Background: an optimization exercise with open tools, aiming at small area, a short achievable clock period and few clock cycles per item. Do not read the settings as production practice.
The RTL was checked by simulation tests, not by an equivalence proof against the original design.
Power and IR drop assume default switching activity.

==> inputs of trial 17 <==
// xoshiro_int8_noise_generator_unit
module xoshiro_int8_noise_generator_unit (
  input  logic        clk,
  input  logic        rst_n,
  input  logic        cfg_valid,
  output logic        cfg_ready,
  input  logic [63:0] cfg_data,
  input  logic        in_tvalid,
  output logic        in_tready,
  input  logic [15:0] in_tdata,
  input  logic        in_tuser,
  output logic        out_tvalid,
  input  logic        out_tready,
  output logic [7:0]  out_tdata,
  output logic        out_tlast
);
  logic        q_v, q_mode;
  logic [3:0]  q_cnt;
  logic [7:0]  q_stream;
  logic        in_rdy_r, cfg_rdy_r;
  logic        q_v_nxt, q_rs_nxt;
  logic [63:0] base_r;
  logic [63:0] s0_r, s1_r, s2_r, s3_r;
  logic        g_act;
  logic [3:0]  g_n;
  logic [2:0]  g_k;
  logic        g_tc;
  logic [7:0]  g_koh;
  logic        w0;
  logic [7:0]  wa, wb;
  logic        e_adv, g_go, g_done, g_last, g_nz, g_start;
  logic [7:0]  rbyte;
  logic        rcarry;
  logic        c57_r, c57_cur;
  logic [63:0] c57_in;
  logic [63:0] s1n;
  logic        rs_act;
  logic [1:0]  rs_i;
  logic [2:0]  rs_cnt;
  logic        f_init, f_init2, f_seed, f_ma, f_x27, f_mb, f_fin;
  logic [55:0] hs_r, hc_r, ns, nc;
  logic [7:0]  ls_r, lc_r, nls, nlc;
  logic        cy_r, pcy;
  logic [7:0]  pbyte;
  logic [63:0] r_r, rfull;
  logic [7:0]  rs_st;
  logic [63:0] t1, t2, n1, n2;
  logic        f_rest, x_add;
  logic        rs_go, rs_start, rs_fin, rs_done, rs_s1, g_pre, g_blk;
  logic [63:0] xk;
  logic [63:0] bus;
  assign g_start  = q_v && (q_mode == MODE_GENERATE) && (!rs_act || rs_done || rs_s1) &&
                    (!g_act || g_done);
  assign rs_start = q_v && (q_mode == MODE_RESEED) && !rs_act;
  always_comb begin
    q_v_nxt  = q_v;
    q_rs_nxt = q_v && (q_mode == MODE_RESEED);
    if (g_start || rs_start) begin
      q_v_nxt  = 1'b0;
      q_rs_nxt = 1'b0;
    end
    if (in_tvalid && in_rdy_r) begin
      q_v_nxt  = 1'b1;
      q_rs_nxt = (in_tuser == MODE_RESEED);
    end
  end
  always_ff @(posedge clk) begin
    if (!rst_n) begin
      q_v       <= 1'b0;
      in_rdy_r  <= 1'b1;
      cfg_rdy_r <= 1'b1;
      base_r    <= '0;
    end else begin
      q_v       <= q_v_nxt;
      in_rdy_r  <= !q_v_nxt;
      cfg_rdy_r <= !q_rs_nxt && !(rs_start || (rs_act && !rs_done));
      if (cfg_valid && cfg_rdy_r) base_r <= cfg_data;
  ...
Settings: LEC_CHECK=0, ABC_CLOCK_PERIOD_IN_PS=3000, CAP_MARGIN=20, CORE_MARGIN=2, CORE_UTILIZATION=55, SLEW_MARGIN=20; clock period 11.0 ns.
standard.sh (not shown) runs the stock make flow with config.mk's settings and CLKGATE_MAP_FILE= SYNTH_SCRIPT=/design/flow/synth_recipe.tcl, a recipe that flattens the netlist after the stock synthesis.
==> flow/flow/run.sh <==
#!/bin/bash
export SETUP_SLACK_MARGIN=7.5
bash standard.sh > standard.log 2>&1
==> inputs of build 57, as changes to trial 17 <==
--- a/flow/design.v
+++ b/flow/design.v
@@ -1,14 +1,13 @@
 `timescale 1ns / 1ps
 package xng_pkg;
   localparam logic MODE_RESEED   = 1'b0;
   localparam logic MODE_GENERATE = 1'b1;
   localparam logic [63:0] GAMMA    = 64'h9E37_79B9_7F4A_7C15;
-  localparam logic [63:0] GAMMA_M3 = 64'h2559_92D3_8220_8BC1;    
 endpackage
 `timescale 1ns / 1ps
 module xng_mul64lo (
   input  logic        sa,
   input  logic        sb,
   input  logic [7:0]  d,
   input  logic [55:0] hs,
   input  logic [55:0] hc,
@@ -44,28 +43,25 @@
   assign pcy   = low[8];
   assign ns    = s2[63:8];
   assign nc    = c2[63:8];
   assign nls   = s2[7:0];
   assign nlc   = c2[7:0];
 endmodule
 module xng_seed_tab (
   input  logic [7:0]  d,
-  output logic [63:0] t1,
-  output logic [63:0] t2,
-  output logic [63:0] n1,
-  output logic [63:0] n2
+  output logic [24:0] tc
 );
   logic [3:0]  dl, dh;
+  logic [24:0] tcl, tch;
   assign dl = d[3:0];
   assign dh = d[7:4];
-  assign t1 = (dl[3] ? (dl[2] ? (dl[1] ? (dl[0] ? 64'h3c6ef372fe9edb9a : 64'h3c6ef372fe9e3d63) : (dl[0] ? 64'h3c6ef372fe9d9f2c : 64'h3c6ef372fe9d00f5)) : (dl[1] ? (dl[0] ? 64'h3c6ef372fe9c62be : 64'h3c6ef372fe9bc487) : (dl[0] ? 64'h3c6ef372fe9b2650 : 64'h3c6ef372fe9a8819))) : (dl[2] ? (dl[1] ? (dl[0] ? 64'h3c6ef372fe99e9e2 : 64'h3c6ef372fe994bab) : (dl[0] ? 64'h3c6ef372fe98ad74 : 64'h3c6ef372fe980f3d)) : (dl[1] ? (dl[0] ? 64'h3c6ef372fe977106 : 64'h3c6ef372fe96d2cf) : (dl[0] ? 64'h3c6ef372fe963498 : 64'h3c6ef372fe959661))));
-  assign t2 = {40'd0, (dh[3] ? (dh[2] ? (dh[1] ? (dh[0] ? 20'h94539 : 20'h8a702) : (dh[0] ? 20'h808cb : 20'h76a94)) : (dh[1] ? (dh[0] ? 20'h6cc5d : 20'h62e26) : (dh[0] ? 20'h58fef : 20'h4f1b8))) : (dh[2] ? (dh[1] ? (dh[0] ? 20'h45381 : 20'h3b54a) : (dh[0] ? 20'h31713 : 20'h278dc)) : (dh[1] ? (dh[0] ? 20'h1daa5 : 20'h13c6e) : (dh[0] ? 20'h9e37 : 20'h0)))), 4'h0};
-  assign n1 = (dl[3] ? (dl[2] ? (dl[1] ? (dl[0] ? 64'h61c8864680aba07b : 64'h61c8864680ac3eb2) : (dl[0] ? 64'h61c8864680acdce9 : 64'h61c8864680ad7b20)) : (dl[1] ? (dl[0] ? 64'h61c8864680ae1957 : 64'h61c8864680aeb78e) : (dl[0] ? 64'h61c8864680af55c5 : 64'h61c8864680aff3fc))) : (dl[2] ? (dl[1] ? (dl[0] ? 64'h61c8864680b09233 : 64'h61c8864680b1306a) : (dl[0] ? 64'h61c8864680b1cea1 : 64'h61c8864680b26cd8)) : (dl[1] ? (dl[0] ? 64'h61c8864680b30b0f : 64'h61c8864680b3a946) : (dl[0] ? 64'h61c8864680b4477d : 64'h61c8864680b4e5b4))));
-  assign n2 = (dh[3] ? (dh[2] ? (dh[1] ? (dh[0] ? 64'hffffffffff6bac70 : 64'hffffffffff758fe0) : (dh[0] ? 64'hffffffffff7f7350 : 64'hffffffffff8956c0)) : (dh[1] ? (dh[0] ? 64'hffffffffff933a30 : 64'hffffffffff9d1da0) : (dh[0] ? 64'hffffffffffa70110 : 64'hffffffffffb0e480))) : (dh[2] ? (dh[1] ? (dh[0] ? 64'hffffffffffbac7f0 : 64'hffffffffffc4ab60) : (dh[0] ? 64'hffffffffffce8ed0 : 64'hffffffffffd87240)) : (dh[1] ? (dh[0] ? 64'hffffffffffe255b0 : 64'hffffffffffec3920) : (dh[0] ? 64'hfffffffffff61c90 : 64'h0))));
+  assign tcl = {4'd0, (dl[3] ? (dl[2] ? (dl[1] ? (dl[0] ? 21'h9e370 : 21'h94539) : (dl[0] ? 21'h8a702 : 21'h808cb)) : (dl[1] ? (dl[0] ? 21'h76a94 : 21'h6cc5d) : (dl[0] ? 21'h62e26 : 21'h58fef))) : (dl[2] ? (dl[1] ? (dl[0] ? 21'h4f1b8 : 21'h45381) : (dl[0] ? 21'h3b54a : 21'h31713)) : (dl[1] ? (dl[0] ? 21'h278dc : 21'h1daa5) : (dl[0] ? 21'h13c6e : 21'h9e37))))};
+  assign tch = {1'b0, (dh[3] ? (dh[2] ? (dh[1] ? (dh[0] ? 20'h94539 : 20'h8a702) : (dh[0] ? 20'h808cb : 20'h76a94)) : (dh[1] ? (dh[0] ? 20'h6cc5d : 20'h62e26) : (dh[0] ? 20'h58fef : 20'h4f1b8))) : (dh[2] ? (dh[1] ? (dh[0] ? 20'h45381 : 20'h3b54a) : (dh[0] ? 20'h31713 : 20'h278dc)) : (dh[1] ? (dh[0] ? 20'h1daa5 : 20'h13c6e) : (dh[0] ? 20'h9e37 : 20'h0)))), 4'h0};
+  assign tc  = tcl + tch;
 endmodule
 `timescale 1ns / 1ps
 module xng_emit (
   input  logic       clk,
   input  logic       rst_n,
   input  logic       in_v,
   input  logic [7:0] in_rb,
   input  logic       in_first,
@@ -177,33 +173,29 @@
   logic [2:0]  g_k;
   logic        g_tc;
   logic [7:0]  g_koh;
   logic        w0;
   logic [7:0]  wa, wb;
   logic        e_adv, g_go, g_done, g_last, g_nz, g_start;
   logic [7:0]  rbyte;
   logic        rcarry;
-  logic        c57_r, c57_cur;
-  logic [63:0] c57_in;
+  logic        c57_r, c57_cur, c57_step;
   logic [63:0] s1n;
   logic        rs_act;
   logic [1:0]  rs_i;
   logic [2:0]  rs_cnt;
-  logic        f_init, f_init2, f_seed, f_ma, f_x27, f_mb, f_fin;
+  logic        f_init, f_seed, f_ma, f_x27, f_mb, f_fin;
   logic [55:0] hs_r, hc_r, ns, nc;
   logic [7:0]  ls_r, lc_r, nls, nlc;
   logic        cy_r, pcy;
   logic [7:0]  pbyte;
-  logic [63:0] r_r, rfull;
-  logic [7:0]  rs_st;
-  logic [63:0] t1, t2, n1, n2;
-  logic        f_rest, x_add;
+  logic [63:0] r_r, x_r, rfull;
+  logic [24:0] q_r, tc;
   logic        rs_go, rs_start, rs_fin, rs_done, rs_s1, g_pre, g_blk;
-  logic [63:0] xk;
   logic [63:0] bus;
   assign g_start  = q_v && (q_mode == MODE_GENERATE) && (!rs_act || rs_done || rs_s1) &&
                     (!g_act || g_done);
   assign rs_start = q_v && (q_mode == MODE_RESEED) && !rs_act;
   always_comb begin
     q_v_nxt  = q_v;
     q_rs_nxt = q_v && (q_mode == MODE_RESEED);
     if (g_start || rs_start) begin
@@ -219,35 +211,35 @@
     if (!rst_n) begin
       q_v       <= 1'b0;
       in_rdy_r  <= 1'b1;
       cfg_rdy_r <= 1'b1;
       base_r    <= '0;
     end else begin
       q_v       <= q_v_nxt;
       in_rdy_r  <= !q_v_nxt;
-      cfg_rdy_r <= !q_rs_nxt && !(rs_start || (rs_act && !rs_done));
+      cfg_rdy_r <= !q_rs_nxt;
       if (cfg_valid && cfg_rdy_r) base_r <= cfg_data;
-      else if (x_add) base_r <= base_r + xk;
     end
   end
   always_ff @(posedge clk) begin
     if (in_tvalid && in_rdy_r) begin
       q_mode   <= in_tuser;
       q_cnt    <= in_tdata[11:8];
       q_stream <= in_tdata[7:0];
     end
   end
   assign in_tready = in_rdy_r;
   assign cfg_ready = cfg_rdy_r;
   assign s1n      = s1_r ^ s2_r ^ s0_r;
-  assign c57_in   = s1_r ^ ({64{g_act}} & (s2_r ^ s0_r));
-  assign c57_cur  = ({1'b0, c57_in[56:0]} + {1'b0, c57_in[54:0], 2'b00}) >> 57;
+  assign c57_cur  = ({1'b0, s1_r[56:0]} + {1'b0, s1_r[54:0], 2'b00}) >> 57;
+  assign c57_step = ({1'b0, s1n[56:0]} + {1'b0, s1n[54:0], 2'b00}) >> 57;
   always_ff @(posedge clk) begin
-    if (g_done || !g_act) c57_r <= c57_cur;
+    if (g_done) c57_r <= c57_step;
+    else if (!g_act) c57_r <= c57_cur;
   end
   logic [7:0]  kn;
   logic [16:0] win_nx, win_c0, win_n0;
   assign kn     = {g_koh[6:0], 1'b0};
   assign win_c0 = {s1_r[0], 1'b0, s1_r[63:57], 1'b0, s1_r[61:55]};
   assign win_n0 = {s1n[0], 1'b0, s1n[63:57], 1'b0, s1n[61:55]};
   assign win_nx = ({17{kn[1]}} & {1'b0, s1_r[8:1],   s1_r[6:0], 1'b0}) |
                   ({17{kn[2]}} & {1'b0, s1_r[16:9],  s1_r[14:7]}) |
@@ -309,17 +301,17 @@
     .in_adv     (e_adv),
     .out_tvalid (out_tvalid),
     .out_tready (out_tready),
     .out_noise  (out_tdata[6:0]),
     .out_tlast  (out_tlast)
   );
   assign out_tdata[7] = 1'b0;
   assign rs_go   = rs_act && !(f_fin && g_act && g_pre);
-  assign rs_s1   = rs_act && (rs_i != 2'd0);
+  assign rs_s1   = rs_act && rs_i[1];
   assign rs_fin  = rs_go && f_fin;
   assign rs_done = rs_fin && !f_seed;
   xng_mul64lo u_mul (
     .sa    (f_ma),
     .sb    (f_mb),
     .d     (r_r[7:0]),
     .hs    (hs_r),
     .hc    (hc_r),
@@ -329,55 +321,37 @@
     .ns    (ns),
     .nc    (nc),
     .nls   (nls),
     .nlc   (nlc),
     .pbyte (pbyte),
     .pcy   (pcy)
   );
   xng_seed_tab u_seed (
-    .d  (rs_st),
-    .t1 (t1),
-    .t2 (t2),
-    .n1 (n1),
-    .n2 (n2)
+    .d  (q_stream),
+    .tc (tc)
   );
-  always_comb begin
-    if (f_init) xk = t1;
-    else if (f_init2) xk = t2;
-    else if (f_rest) xk = n2;
-    else if (f_fin && (rs_i == 2'd1)) xk = GAMMA_M3;
-    else if (f_fin && (rs_i == 2'd2)) xk = n1;
-    else xk = GAMMA;
-  end
-  assign x_add = rs_go && (f_init || f_init2 || f_seed || f_rest);
   assign rfull = {pbyte, r_r[63:8]};
   assign bus   = rfull ^ (rfull >> 31);
   always_ff @(posedge clk) begin
     if (!rst_n) begin
       rs_act <= 1'b0;
       f_init <= 1'b0;
-      f_init2 <= 1'b0;
-      f_rest <= 1'b0;
       f_seed <= 1'b0;
       f_ma   <= 1'b0;
       f_x27  <= 1'b0;
       f_mb   <= 1'b0;
       f_fin  <= 1'b0;
     end else if (rs_start) begin
       rs_act <= 1'b1;
       f_init <= 1'b1;
     end else if (rs_go) begin
-      f_rest <= f_fin && (rs_i == 2'd2);
       if (f_init) begin
-        f_init  <= 1'b0;
-        f_init2 <= 1'b1;
-      end else if (f_init2) begin
-        f_init2 <= 1'b0;
-        f_seed  <= 1'b1;
+        f_init <= 1'b0;
+        f_seed <= 1'b1;
       end else if (f_seed) begin
         f_seed <= 1'b0;
         f_fin  <= 1'b0;
         f_ma   <= 1'b1;
       end else if (f_ma) begin
         if (rs_cnt == 3'd7) begin
           f_ma  <= 1'b0;
           f_x27 <= 1'b1;
@@ -400,20 +374,26 @@
   always_ff @(posedge clk) begin
     if (rs_start) begin
       rs_i   <= 2'd0;
       rs_cnt <= 3'd0;
     end else if (rs_go) begin
       if (f_ma || f_mb) rs_cnt <= rs_cnt + 3'd1;
       if (f_fin) rs_i <= rs_i + 2'd1;
     end
-    if (rs_start) rs_st <= q_stream;
+    if (rs_start) begin
+      x_r <= base_r;
+      q_r <= tc;
+    end else if (rs_go && (f_init || f_seed)) begin
+      x_r <= x_r + GAMMA + {39'd0, q_r};
+      q_r <= '0;
+    end
     if (rs_go) begin
       if (f_seed) begin
-        r_r <= base_r ^ (base_r >> 30);
+        r_r <= x_r ^ (x_r >> 30);
       end else if (f_x27) begin
         r_r <= rfull ^ (rfull >> 27);
       end else if (f_ma || f_mb) begin
         r_r <= rfull;
       end
       if (f_seed || f_x27) begin
         ls_r <= '0;
         lc_r <= '0;
@@ -435,20 +415,20 @@
   always_ff @(posedge clk) begin
     if (!rst_n) begin
       s0_r <= '0;
       s1_r <= '0;
       s2_r <= '0;
       s3_r <= '0;
     end else if (rs_fin) begin
       case (rs_i)
-        2'd0:    s1_r <= bus;
-        2'd1:    s2_r <= bus;
-        2'd2:    s3_r <= bus;
-        default: s0_r <= bus;
+        2'd0:    s0_r <= bus;
+        2'd1:    s1_r <= bus;
+        2'd2:    s2_r <= bus;
+        default: s3_r <= bus;
       endcase
     end else if (g_done) begin
       s0_r <= s0_r ^ s3_r ^ s1_r;
       s1_r <= s1n;
       s2_r <= s2_r ^ s0_r ^ {s1_r[46:0], 17'd0};
       s3_r <= {s3_r[18:0] ^ s1_r[18:0], s3_r[63:19] ^ s1_r[63:19]};
     end
   end
==> flow/flow/run.sh (replaced) <==
#!/bin/bash
export SETUP_SLACK_MARGIN=7.7
bash standard.sh > standard.log 2>&1
CORE_UTILIZATION = 65   (was 55)
==> inputs of trial 97, as changes to trial 17 <==
==> flow/flow/run.sh (replaced) <==
#!/bin/bash
export SETUP_SLACK_MARGIN=7.65
bash standard.sh > standard.log 2>&1
CORE_UTILIZATION = 60   (was 55)
CTS_CLUSTER_DIAMETER = 80   (was not set)
CTS_CLUSTER_SIZE = 40   (was not set)
==> summary of the runs <==
Synthesized cell count: build 57 is larger than trial 17 (about 3.4%). Register-to-register slack, highest first: build 57, trial 97, trial 17. Of trial 97 and trial 17, trial 97 has the higher hold slack (gap 0.0080 ns). Of trial 97 and build 57, build 57 has the higher sequential power (gap about 13%, measured against build 57). Cell area, lowest first: trial 97, trial 17, build 57. Area after synthesis is the same in trial 97 and trial 17. Between build 57 and trial 97, the lower final cell count is in trial 97 (gap 3.6%, measured against trial 97). Of trial 97 and build 57, build 57 has the higher flip-flop and latch count (gap 79). Utilization, lowest first: trial 17, trial 97, build 57.
==> figures <==
| quantity | trial 97 | trial 17 | build 57 |
|---|---|---|---|
| Run status | no timing/DRC/antenna violations | no timing/DRC/antenna violations | no timing/DRC/antenna violations |
| Combined area of the multi-input logic cells | 27850 sq um | 27530 sq um | 27730 sq um |
| Portion of synthesized cell area occupied by the leading cell type | 22.39% | 22.39% | 20.77% |
| Cell area after synthesis | 41750 sq um | 41750 sq um | 44820 sq um |
| Share of synthesized area spent on multiplexers | 2.230% | 2.230% | 2.057% |
| Largest net degree at the start of global routing | 128 | 129 | 126 |
| Routability congestion estimate from global placement | 1.026 | 0.9906 | 1.010 |
| Proportion of layout cells with a drive suffix above 1 | 13.42% | 12.77% | 11.69% |
| Detailed-route wire length per cell | 24.77 microns | 24.96 microns | 23.90 microns |
| Fin crit period | 4.272 ns | 4.461 ns | 3.831 ns |
| Area growth, synth to finish | 14.42% | 16.46% | 14.17% |
| Adder and majority cell fraction of the synthesized area | 11.57% | 11.57% | 13.25% |
| Final Routed Wirelength | 146.3 mm | 149.9 mm | 146.3 mm |
| Effective utilization at floorplan | 60.76% | 55.25% | 65.47% |
| TritonCTS sink count | 624 | 624 | 703 |
| Area inside the core boundary | 68710 sq um | 75570 sq um | 68470 sq um |
| Detailed-routed wire length on met3 | 13.97 mm | 11.86 mm | 13.81 mm |
| Met2 Routed Length | 65.28 mm | 67.47 mm | 65.94 mm |
| Synth Area in Simple Gates | 16.47% | 16.47% | 16.60% |
Testbench counts of trial 17, summed over its fixed seeds: cycles 19,759, bytes 16,560.
Testbench counts of build 57, summed over its fixed seeds: cycles 19,711, bytes 16,560.
Testbench counts of trial 97, summed over its fixed seeds: cycles 19,759, bytes 16,560.

## static timing again, ports no longer ideal
The flow's constraints put no driver on any port. The routed layouts listed below were extracted and timed again, unchanged, in two steps. Step 1 (the two cells are an assumption about what drives the block):
set clk [get_ports {clk}]
set_driving_cell -lib_cell sky130_fd_sc_hd__clkbuf_16 $clk
set_driving_cell -lib_cell sky130_fd_sc_hd__buf_2 [delete_from_list [all_inputs] $clk]
Step 2 also shifts input and output timing later by t, the mid clock arrival at the registers, as if the neighbouring blocks saw the same clock. Slacks: no drivers / after step 1 / after step 2; pairs: no drivers / after step 1.
run	t (ns)	setup WS [ns]	latest minus earliest clock arrival (ns)	worst register clock-pin slew, ns	worst data-port slew with drivers (ns)
trial 17	0.710	6.539 / 6.539 / 6.294	0.038 / 0.038	0.07 / 0.07	0.05
build 57	0.708	7.169 / 7.169 / 6.998	0.023 / 0.023	0.06 / 0.06	0.06
trial 97	0.686	6.728 / 6.728 / 6.615	0.040 / 0.040	0.12 / 0.12	0.06
After both steps setup and hold are still met in every run listed. For trial 17, which loses most, drivers alone change the setup slack by 0.000 ns; drivers and shift together by -0.245 ns.
